What follows belongs to an exercise in optimizing a design on an open flow for small area, a short achievable clock period and few clock cycles per item; a production flow would make more cautious choices. RTL that was checked went through simulation tests only; none was proved equivalent to the original. Power is estimated from default activity; no workload was simulated.

Design nn_frame_classifier, start of the top module:
module nn_frame_classifier #(
    parameter  int ROW_BITS    = 7,
    parameter  int NUM_ROWS    = 28,
    parameter  int NUM_CLASSES = 10,
    parameter  int CLASS_W     = 4,
    parameter  int FCNT_W      = 8,
    localparam int IMG_BITS    = ROW_BITS * NUM_ROWS,
    localparam int SCORE_W     = $clog2(IMG_BITS + 1)
) (
    input  logic                            clk,
    input  logic                            rst,
    input  logic [ROW_BITS-1:0]             row_in,
    input  logic                            row_valid,
    output logic                            row_ready,
    input  logic                            frame_abort,
    input  logic [NUM_CLASSES*IMG_BITS-1:0] templates,
    output logic                            result_valid,
    input  logic                            result_ack,
    output logic [CLASS_W-1:0]              class_out,
    output logic [SCORE_W-1:0]              class_score,
    output logic                            busy,
    output logic [FCNT_W-1:0]               frame_count
);
Settings: LEC_CHECK=0, CAP_MARGIN=20, CORE_AREA=10 10 710 710, DIE_AREA=0 0 720 720, SETUP_SLACK_MARGIN=5, SLEW_MARGIN=20; clock period 14.0 ns.
standard.sh (not shown) runs the stock make flow with config.mk's settings and CLKGATE_MAP_FILE= SYNTH_SCRIPT=/design/flow/synth_recipe.tcl, a recipe that flattens the netlist after the stock synthesis.
==> flow/flow/run.sh <==
#!/bin/bash
# Standard layout, with the smallest buffer on every port instead of the
# delay cell buffer_ports picks by default.
set -e
export BUFFER_PORTS_ARGS="-buffer_cell sky130_fd_sc_hd__buf_1"
bash standard.sh > standard.log 2>&1
Rerun with:
==> flow/flow/run.sh (replaced) <==
#!/bin/bash
# Standard layout, with the smallest buffer on every port, pins one track
# apart on a smaller die, and timing repair aimed at a setup slack well above
# what the 14 ns clock needs, so that the achieved period shrinks. The clock
# and constraints are unchanged.
set -e
export BUFFER_PORTS_ARGS="-buffer_cell sky130_fd_sc_hd__buf_1"
export PLACE_PINS_ARGS="-min_distance 1 -min_distance_in_tracks"
bash standard.sh SETUP_SLACK_MARGIN=8.5 finish > standard.log 2>&1
--- a/flow/config.mk
+++ b/flow/config.mk
@@ -7,6 +7,5 @@
 export LEC_CHECK = 0
 export CAP_MARGIN = 20
-export CORE_AREA = 10 10 710 710
-export DIE_AREA = 0 0 720 720
-export SETUP_SLACK_MARGIN = 5
+export CORE_AREA = 10 10 390 390
+export DIE_AREA = 0 0 400 400
 export SLEW_MARGIN = 20
Result: The new run failed in 5_1_grt; synthesized area is unchanged; synthesized cell count is unchanged.
Rerun with:
==> flow/flow/run.sh (replaced) <==
#!/bin/bash
# Standard layout, with the smallest buffer on every port, and timing repair
# aimed at a setup slack well above what the 14 ns clock needs, so that the
# achieved period shrinks. The clock and constraints are unchanged.
set -e
export BUFFER_PORTS_ARGS="-buffer_cell sky130_fd_sc_hd__buf_1"
bash standard.sh SETUP_SLACK_MARGIN=8.5 finish > standard.log 2>&1
--- a/flow/config.mk
+++ b/flow/config.mk
@@ -7,5 +7,5 @@
 export LEC_CHECK = 0
 export CAP_MARGIN = 20
-export CORE_AREA = 10 10 390 390
-export DIE_AREA = 0 0 400 400
+export CORE_AREA = 10 10 710 710
+export DIE_AREA = 0 0 720 720
 export SLEW_MARGIN = 20
Effect:
- With this change the flow passed the timing, DRC and antenna checks
- area after synthesis is unchanged
- synthesized cell count stays the same
Rerun with:
==> flow/flow/run.sh (replaced) <==
#!/bin/bash
# Standard layout, with the smallest buffer on every port instead of the
# delay cell buffer_ports picks by default.
set -e
export BUFFER_PORTS_ARGS="-buffer_cell sky130_fd_sc_hd__buf_1"
bash standard.sh > standard.log 2>&1
Hold slack gets worse by 40 ps; fmax falls by about a fifth; global-route usage falls by 0.40 points; final area falls by roughly a tenth; setup slack gets worse by 1800 ps; non-clock buffer count falls by 226; synthesized area stays the same; clock power falls by a few percent; count of clock-buffer cells in the layout is unchanged; die area is unchanged; first-iteration DRC count rises slightly.
No run of this note included a check of the RTL's function; only the layout flow was run.

---

== run 1 ==
Another version of the RTL of nn_frame_classifier (not shown whole).
Size: roughly 140 flip-flops, roughly 2000 I/O pins, roughly 21000 sq um of cells after synthesis.
==> flow/design.v (excerpt) <==
module nn_frame_classifier #(
    parameter  int ROW_BITS    = 7,
    parameter  int NUM_ROWS    = 28,
    parameter  int NUM_CLASSES = 10,
    parameter  int CLASS_W     = 4,
    parameter  int FCNT_W      = 8,
    localparam int IMG_BITS    = ROW_BITS * NUM_ROWS,
    localparam int SCORE_W     = $clog2(IMG_BITS + 1)
) (
    input  logic                            clk,
    input  logic                            rst,
    input  logic [ROW_BITS-1:0]             row_in,
    input  logic                            row_valid,
    output logic                            row_ready,
    input  logic                            frame_abort,
    input  logic [NUM_CLASSES*IMG_BITS-1:0] templates,
    output logic                            result_valid,
    input  logic                            result_ack,
    output logic [CLASS_W-1:0]              class_out,
    output logic [SCORE_W-1:0]              class_score,
    output logic                            busy,
    output logic [FCNT_W-1:0]               frame_count
);
export LEC_CHECK = 0
export CAP_MARGIN = 20
export CORE_AREA = 10 10 540 540
export DIE_AREA = 0 0 550 550
export SLEW_MARGIN = 20
create_clock -name core_clock -period 14.0 [get_ports {clk}]
==> flow/flow/run.sh <==
#!/bin/bash
# Standard layout, with the smallest buffer on every port, pins one track
# apart on a smaller die, and timing repair aimed at a setup slack well above
# what the 14 ns clock needs, so that the achieved period shrinks. The clock
# and constraints are unchanged.
set -e
export BUFFER_PORTS_ARGS="-buffer_cell sky130_fd_sc_hd__buf_1"
export PLACE_PINS_ARGS="-min_distance 1 -min_distance_in_tracks"
bash standard.sh SETUP_SLACK_MARGIN=8.0 finish > standard.log 2>&1
Testbench counts of run 1, summed over its fixed seeds: cycles 9,600, items 320.
Modified inputs, run 2 compared to run 1
-- flow/flow/run.sh --
<<< run 1, line 8
export PLACE_PINS_ARGS="-min_distance 1 -min_distance_in_tracks"
bash standard.sh SETUP_SLACK_MARGIN=8.0 finish > standard.log 2>&1
>>> run 2, line 8
export PLACE_PINS_ARGS="-min_distance 1 -min_distance_in_tracks"
bash standard.sh SETUP_SLACK_MARGIN=8.5 finish > standard.log 2>&1
Findings:
Run 2: all stages done; final checks FAILED (antenna violations).
Of run 1 and run 2, the run reporting the lower net load switching power was run 1.
First-iteration DRC count, run 1 and run 2: larger value in run 1
Cmp run 2 vs run 1: highest clock frequency the design can meet higher in run 2
Comparing run 1 with run 2, the clock power came out essentially unchanged.
The half-perimeter wire length after placement on run 2 is in line with that on run 1.
Higher overall routed net length among run 1 and run 2: run 2
Diff run 1 and run 2: global placement routability congestion higher in run 2
--- input diff run 2..run 3 ---
Settings: DIE_AREA now 0 0 600 600, was 0 0 550 550; CORE_AREA now 10 10 590 590, was 10 10 540 540.
==> flow/flow/run.sh <==
#!/bin/bash
# Standard layout with these changes to how it is made (the clock and
# constraints are unchanged):
#  - the smallest buffer on every port;
#  - on a smaller die, each class's template pins kept
#    together and ordered by row-select mux (flow/group_pins.tcl);
#  - timing repair aimed at a setup slack well above what the 14 ns clock
#    needs, so that the achieved period shrinks.
set -e
export BUFFER_PORTS_ARGS="-buffer_cell sky130_fd_sc_hd__buf_1"
export PRE_IO_PLACEMENT_TCL="$(pwd)/flow/group_pins.tcl"
bash standard.sh SETUP_SLACK_MARGIN=8.0 finish > standard.log 2>&1
==> flow/flow/group_pins.tcl (new file) <==
# Keep each class's template pins together on the die edge, ordered so that
# the 28 rows of one template bit (one row-select mux) sit side by side.
for {set c 0} {$c < 10} {incr c} {
  set names {}
  for {set i 0} {$i < 7} {incr i} {
    for {set r 0} {$r < 28} {incr r} {
      lappend names "templates\[[expr {$c*196 + $r*7 + $i}]\]"
    }
  }
  set_io_pin_constraint -pin_names $names -group -order
}
## What came out
Run 3 completed every stage of the flow, and the final layout passed the timing, DRC and antenna checks.
Status run 2: flow complete, layout not clean - antenna violations
Comparing the two runs side by side, run 3 comes out behind run 2 on register-to-register slack.
Delta (run 3 minus run 2): post-layout minimum cycle time grew by 3.2 ps, global-route wire length before repair shrank by about 32%, worst hold margin shrank by 39 ps.

==> re-timing with driven ports <==
In the flow no input, the clock included, has a driving cell. The finished layouts below were timed again as built, in two steps.
Step 1 (the two cells are an assumption about what drives the block):
set clk [get_ports {clk}]
set_driving_cell -lib_cell sky130_fd_sc_hd__clkbuf_16 $clk
set_driving_cell -lib_cell sky130_fd_sc_hd__buf_2 [delete_from_list [all_inputs] $clk]
Step 2 adds t to the input delays and takes it off the output delays; t is the mean of the earliest and latest rising clock arrival at the registers after step 1. Input paths then give back, and output paths get back, about the clock's delay inside the block.
Slacks: ideal ports / drivers / drivers and shift; pairs: ideal ports / drivers.
run	t (ns)	setup WS [ns]	worst slew at a driven data input, ns
the first run of note 1	0.506	5.052 / 4.968 / 5.117	0.74
the third run of note 1	0.553	6.866 / 6.629 / 6.076	0.80
the fourth run of note 1	0.506	5.052 / 4.968 / 5.117	0.74
run 1	0.520	7.938 / 7.868 / 7.593	0.52
run 2	0.538	7.958 / 7.868 / 7.759	0.53
run 3	0.607	7.955 / 7.825 / 7.825	0.20
The setup slack of the third run of note 1, which loses most, moves by -0.237 ns with the drivers and by -0.790 ns with both steps.
